This is an optimization exercise on Yosys and OpenROAD, whose aim is small area and a short achievable clock period, not a production implementation. Where RTL was checked, it was by simulation tests only, not by an equivalence proof against the original. Power and IR drop assume default switching activity.

==> flow/design.v (excerpt) <==
module i2c_register_transfer_sequencer_top (
   input  logic       clock,
   input  logic       reset,
   input  logic       req_valid,
   output logic       req_ready,
   input  logic [1:0] req_func,
   input  logic [6:0] req_slave_address,
   input  logic [7:0] req_register_address,
   input  logic [7:0] req_byte_count,
   input  logic [7:0] req_buffer_index,
   input  logic [7:0] req_write_byte,
   input  logic       req_nack_seen,
   input  logic       req_bus_collision,
   input  logic [7:0] req_received_byte,
   output logic       rsp_valid,
   input  logic       rsp_ready,
   output logic       rsp_accepted,
   output logic [2:0] rsp_bus_action,
   output logic [7:0] rsp_tx_byte,
   output logic       rsp_rx_valid,
   output logic [7:0] rsp_rx_index,
   output logic [7:0] rsp_rx_data,
   output logic [1:0] rsp_transfer_status
);
   logic       wr_en;
   logic [7:0] rd_addr;
   logic [7:0] rd_data;
   i2crts_ctrl u_ctrl (
      .clock               (clock),
      .reset               (reset),
      .req_valid           (req_valid),
      .req_ready           (req_ready),
      .req_func            (req_func),
      .req_slave_address   (req_slave_address),
      .req_register_address(req_register_address),
      .req_byte_count      (req_byte_count),
      .req_nack_seen       (req_nack_seen),
      .req_bus_collision   (req_bus_collision),
      .req_received_byte   (req_received_byte),
      .rsp_valid           (rsp_valid),
      .rsp_ready           (rsp_ready),
      .rsp_accepted        (rsp_accepted),
      .rsp_bus_action      (rsp_bus_action),
      .rsp_tx_byte         (rsp_tx_byte),
      .rsp_rx_valid        (rsp_rx_valid),
      .rsp_rx_index        (rsp_rx_index),
      .rsp_rx_data         (rsp_rx_data),
      .rsp_transfer_status (rsp_transfer_status),
      .wr_en               (wr_en),
      .rd_addr             (rd_addr),
      .rd_data             (rd_data)
   );
   i2crts_wbuf u_wbuf (
      .clock  (clock),
      .wr_en  (wr_en),
      .wr_addr(req_buffer_index),
      .wr_data(req_write_byte),
      .rd_addr(rd_addr),
      .rd_data(rd_data)
   );
endmodule
export LEC_CHECK = 0
export CAP_MARGIN = 20
export CORE_MARGIN = 2
export CORE_UTILIZATION = 55
export PLACE_DENSITY = 0.65
export SETUP_SLACK_MARGIN = 3.5
export SLEW_MARGIN = 20
create_clock -name core_clock -period 7.5 [get_ports {clock}]
run.sh (not shown) runs the stock make flow with config.mk's settings and CLKGATE_MAP_FILE= SYNTH_SCRIPT=/design/flow/synth_recipe.tcl, a recipe that flattens the netlist after the stock synthesis.
The baseline passed the timing, DRC and antenna checks.
==> next run, changes <==
Settings changed: SETUP_SLACK_MARGIN 3.5 to not set.
Final area stays flat.
Combinational power came out lower by about 2%.
Synthesized area is unchanged.
Wire length hardly moves.
Cell count hardly moves.
==> next run, changes <==
Settings changed: SETUP_SLACK_MARGIN set to 3.9.
After rerunning: Non-clock buffer count rises by 47. Power rises by 2.2%. Via count rises by 1.3%. Critical path depth rises by 2. Core utilization rises by 0.84 points. Final area rises by 1.4%. Maximum frequency rises by 24%. Die area is unchanged. Clock power rises by about 4%. Synthesized cell count is unchanged. Wire length rises by 3.0%.
Function was not checked in any run of this note: the RTL went through the layout flow alone.

* * *

i2c_register_transfer_sequencer_top, a different RTL version from the one above (not shown whole).
Size: ~3800 cells after synthesis, about 2100 flip-flops, roughly 88 I/O pins, about 75000 um^2 of cells after synthesis.
==> flow/config.mk <==
export PLATFORM = sky130hd
export DESIGN_NAME = i2c_register_transfer_sequencer_top
export DESIGN_NICKNAME = i2c_register_transfer_sequencer_top
export VERILOG_FILES = /design/flow/design.v
export SDC_FILE = /design/flow/constraint.sdc
export NUM_CORES = 4
export LEC_CHECK = 0
export CAP_MARGIN = 20
export CORE_MARGIN = 2
export CORE_UTILIZATION = 55
export CTS_CLUSTER_DIAMETER = 60
export CTS_CLUSTER_SIZE = 20
export PLACE_DENSITY = 0.65
export SETUP_SLACK_MARGIN = 3.9
export SLEW_MARGIN = 20
export SYNTH_HIERARCHICAL = 1
export SYNTH_MINIMUM_KEEP_SIZE = 0
==> flow/constraint.sdc <==
create_clock -name core_clock -period 7.5 [get_ports {clock}]
set_input_delay 1.5000 -clock core_clock [delete_from_list [all_inputs] [get_ports {clock}]]
set_output_delay 1.5000 -clock core_clock [all_outputs]
set_load 0.01 [all_outputs]
The starting point passed the timing, DRC and antenna checks.
Edit:
Settings changed: CTS_CLUSTER_DIAMETER 60 to default, CTS_CLUSTER_SIZE 20 to default.
What happened: Wire length hardly moves; design area goes up by a few percent; critical path depth does not change; power goes up by roughly a tenth.
Function was not checked in any run of this note: the RTL went through the layout flow alone.

* * *

## lane 1
Another version of the RTL of i2c_register_transfer_sequencer_top (not shown whole).
For scale: roughly 4200 cells after synthesis.
Settings: LEC_CHECK=0, CAP_MARGIN=20, CORE_MARGIN=2, CORE_UTILIZATION=55, CTS_CLUSTER_DIAMETER=80, CTS_CLUSTER_SIZE=28, PLACE_DENSITY=0.65, SETUP_SLACK_MARGIN=4.2, SLEW_MARGIN=20, SYNTH_HIERARCHICAL=1, SYNTH_MINIMUM_KEEP_SIZE=0; clock period 7.5 ns.
--- input diff lane 1..lane 2 ---
# lane 1
export LEC_CHECK = 0
export CAP_MARGIN = 20
export CORE_MARGIN = 2
export CORE_UTILIZATION = 55
export CTS_CLUSTER_DIAMETER = 80
export CTS_CLUSTER_SIZE = 28
export PLACE_DENSITY = 0.65
export SETUP_SLACK_MARGIN = 4.2
export SLEW_MARGIN = 20
export SYNTH_HIERARCHICAL = 1
export SYNTH_MINIMUM_KEEP_SIZE = 0
create_clock -name core_clock -period 7.5 [get_ports {clock}]
# lane 2
export LEC_CHECK = 0
export CAP_MARGIN = 20
export CORE_MARGIN = 2
export CORE_UTILIZATION = 55
export CTS_BUF_LIST = sky130_fd_sc_hd__clkbuf_8
export CTS_CLUSTER_DIAMETER = 50
export CTS_CLUSTER_SIZE = 17
export PLACE_DENSITY = 0.65
export SETUP_SLACK_MARGIN = 4.2
export SLEW_MARGIN = 20
export SYNTH_HIERARCHICAL = 1
export SYNTH_MINIMUM_KEEP_SIZE = 0
create_clock -name core_clock -period 7.5 [get_ports {clock}]
Notes after the runs:
- Going from lane 1 to lane 2, total clock network power grew by a few percent.
- [compare] base=lane 1 new=lane 2: global router's overall resource usage shows an increase of 0.30 points; final area rose 490 sq um; wire length increased by 1200 microns relative to the old numbers.
- In lane 2 relative to lane 1, via count had gone up slightly.
- Lane 2 vs. lane 1: total power went up by about 1.8%.
- Relative to lane 1, the number of antenna violations at the first check in global routing of lane 2 is lower by 3.
Inputs modified between lane 2 and lane 3:
# lane 2
export LEC_CHECK = 0
export CAP_MARGIN = 20
export CORE_MARGIN = 2
export CORE_UTILIZATION = 55
export CTS_BUF_LIST = sky130_fd_sc_hd__clkbuf_8
export CTS_CLUSTER_DIAMETER = 50
export CTS_CLUSTER_SIZE = 17
export PLACE_DENSITY = 0.65
export SETUP_SLACK_MARGIN = 4.2
export SLEW_MARGIN = 20
export SYNTH_HIERARCHICAL = 1
export SYNTH_MINIMUM_KEEP_SIZE = 0
create_clock -name core_clock -period 7.5 [get_ports {clock}]
# lane 3
export LEC_CHECK = 0
export CAP_MARGIN = 20
export CORE_MARGIN = 2
export CORE_UTILIZATION = 55
export CTS_BUF_LIST = sky130_fd_sc_hd__clkbuf_8
export CTS_CLUSTER_DIAMETER = 45
export CTS_CLUSTER_SIZE = 14
export PLACE_DENSITY = 0.65
export SETUP_SLACK_MARGIN = 4.2
export SLEW_MARGIN = 20
export SYNTH_HIERARCHICAL = 1
export SYNTH_MINIMUM_KEEP_SIZE = 0
create_clock -name core_clock -period 7.5 [get_ports {clock}]
==> comparison <==
- Lane 3 finished every stage and its layout cleared the timing, DRC and antenna checks.
- Compared with lane 2, lane 3 supports a lower clock frequency.
- Lane 2 → lane 3: routed wire length ~0 delta; share of the core filled with cells in the final layout +0.25 points.
Relative to lane 3, the following input files were edited for lane 4:
# lane 3
export LEC_CHECK = 0
export CAP_MARGIN = 20
export CORE_MARGIN = 2
export CORE_UTILIZATION = 55
export CTS_BUF_LIST = sky130_fd_sc_hd__clkbuf_8
export CTS_CLUSTER_DIAMETER = 45
export CTS_CLUSTER_SIZE = 14
export PLACE_DENSITY = 0.65
export SETUP_SLACK_MARGIN = 4.2
export SLEW_MARGIN = 20
export SYNTH_HIERARCHICAL = 1
export SYNTH_MINIMUM_KEEP_SIZE = 0
create_clock -name core_clock -period 7.5 [get_ports {clock}]
# lane 4
export LEC_CHECK = 0
export CAP_MARGIN = 20
export CORE_MARGIN = 2
export CORE_UTILIZATION = 55
export CTS_CLUSTER_DIAMETER = 60
export CTS_CLUSTER_SIZE = 20
export PLACE_DENSITY = 0.65
export SETUP_SLACK_MARGIN = 4.2
export SLEW_MARGIN = 20
export SYNTH_HIERARCHICAL = 1
export SYNTH_MINIMUM_KEEP_SIZE = 0
create_clock -name core_clock -period 7.5 [get_ports {clock}]
--- outcome ---
- Between lane 3 and lane 4, the flow reports total power increasing by a few percent.
- Looking only at internal power component, and setting everything else aside, the higher value of lane 4 and lane 3 goes to lane 4.
- Per the comparison of lane 4 with lane 3, global-route wire length before repair lost about 0.36%, stage delay of the slowest cell on the critical path picked up an extra 0.38 ns, worst relative slew slack lost 1.6 points, required arrival time at the worst endpoint picked up an extra 2.11 ns, count of clock-buffer cells in the layout lost about 21%.
- Area overhead of the layout relative to synthesis: lower on lane 3
- Comparing lane 4 and lane 3, the higher sequential portion of the cell area was measured on lane 3.
Here is what was changed in the inputs of lane 5 compared with lane 4.
# lane 4
export LEC_CHECK = 0
export CAP_MARGIN = 20
export CORE_MARGIN = 2
export CORE_UTILIZATION = 55
export CTS_CLUSTER_DIAMETER = 60
export CTS_CLUSTER_SIZE = 20
export PLACE_DENSITY = 0.65
export SETUP_SLACK_MARGIN = 4.2
export SLEW_MARGIN = 20
export SYNTH_HIERARCHICAL = 1
export SYNTH_MINIMUM_KEEP_SIZE = 0
create_clock -name core_clock -period 7.5 [get_ports {clock}]
# lane 5
export LEC_CHECK = 0
export CAP_MARGIN = 20
export CORE_MARGIN = 2
export CORE_UTILIZATION = 55
export CTS_BUF_LIST = sky130_fd_sc_hd__clkbuf_8
export CTS_CLUSTER_DIAMETER = 45
export CTS_CLUSTER_SIZE = 14
export PLACE_DENSITY = 0.65
export SETUP_SLACK_MARGIN = 4.4
export SLEW_MARGIN = 20
export SYNTH_HIERARCHICAL = 1
export SYNTH_MINIMUM_KEEP_SIZE = 0
create_clock -name core_clock -period 7.5 [get_ports {clock}]
### Flow results
Fraction of area in multi-input gates, lane 4 and lane 5, lower one = lane 4. Lane 5: total power divided by cell area lower than lane 4. Measured against lane 5, the non-clock buffer instance count of the final layout of lane 4 comes out at 0.74 times the reference value. Lane 5: total number of vias is about 2.2% higher than what lane 4 reported. Status: chip height parity (lane 4, lane 5). Compared with lane 4, in lane 5 via count of the first global-routing pass moved up, placement-stage cell area level, combined global-route utilization of all metal layers moved up.

* * *

Setup of old:
i2c_register_transfer_sequencer_top, a different RTL version from the one above (not shown whole).
Size in the first run: ~4,100 cells after synthesis, about 2,200 flip-flops, about 88 I/O pins, roughly 77,000 um2 of cells after synthesis.
Settings: LEC_CHECK=0, CAP_MARGIN=20, CORE_MARGIN=2, CORE_UTILIZATION=55, CTS_BUF_LIST=sky130_fd_sc_hd__clkbuf_8, CTS_CLUSTER_DIAMETER=45, CTS_CLUSTER_SIZE=14, PLACE_DENSITY=0.65, SETUP_SLACK_MARGIN=4.2, SLEW_MARGIN=20, SYNTH_HIERARCHICAL=1, SYNTH_MINIMUM_KEEP_SIZE=0; clock period 7.5 ns.
Inputs modified between old and new:
- a deleted CTS_BUF_LIST that had been sky130_fd_sc_hd__clkbuf_8
- a change of CTS_CLUSTER_SIZE from 14 to 28
- a change of CTS_CLUSTER_DIAMETER from 45 to 80
Notes after the runs:
The flow did not stop early for new: all stages ran, and the layout cleared the timing, DRC and antenna checks. Taking old as the reference, in new worst path buffer plus inverter count went down 2; total power draw down about 3%; register-to-register slack decreased by 0.08 ns relative to the old numbers.

[port drivers added, routing unchanged]
No port has a modelled driver above. Below, the same layouts with a new extraction and two added sets of constraints. Step 1 sets driving cells, clkbuf_16 on the clock port and buf_2 on the other inputs (assumed; they add their load-dependent delay and slew). Step 2 moves the port delays by t, midway between the first and last clock arrival at a register: inputs arrive t later, outputs are due t later. That takes back most of the time a late clock gives input paths. Slacks: no drivers / after step 1 / after step 2; pairs: no drivers / after step 1.
| run | shift t [ns] | setup WS [ns] | slew at the worst register clock pin (ns) | cell pins on the clock port's net |
|---|---|---|---|---|
| the first run of note 1 | 0.929 | 3.558 / 3.533 / 2.839 | 0.07 / 0.07 | 1 |
| the second run of note 1 | 0.924 | 2.981 / 2.981 / 2.637 | 0.07 / 0.07 | 1 |
| the third run of note 1 | 0.927 | 3.855 / 3.819 / 3.237 | 0.07 / 0.07 | 1 |
| the first run of note 2 | 0.862 | 3.259 / 3.259 / 2.882 | 0.08 / 0.08 | 1 |
| the second run of note 2 | 0.898 | 3.183 / 3.183 / 2.839 | 0.07 / 0.07 | 1 |
| lane 1 | 0.814 | 4.133 / 4.098 / 3.534 | 0.11 / 0.11 | 1 |
| lane 2 | 0.999 | 4.053 / 3.979 / 3.342 | 0.12 / 0.12 | 1 |
| lane 3 | 1.014 | 4.041 / 3.966 / 3.310 | 0.09 / 0.09 | 1 |
| lane 4 | 0.873 | 4.145 / 4.117 / 3.541 | 0.08 / 0.08 | 1 |
| lane 5 | 1.017 | 3.999 / 3.929 / 3.396 | 0.10 / 0.10 | 1 |
| old | 1.006 | 3.925 / 3.852 / 3.575 | 0.10 / 0.10 | 1 |
| new | 0.815 | 3.991 / 3.991 / 3.544 | 0.11 / 0.11 | 1 |
After both steps every run listed still meets setup and hold. The setup slack of lane 3, which loses most, moves by -0.075 ns with the drivers and by -0.731 ns with both steps.
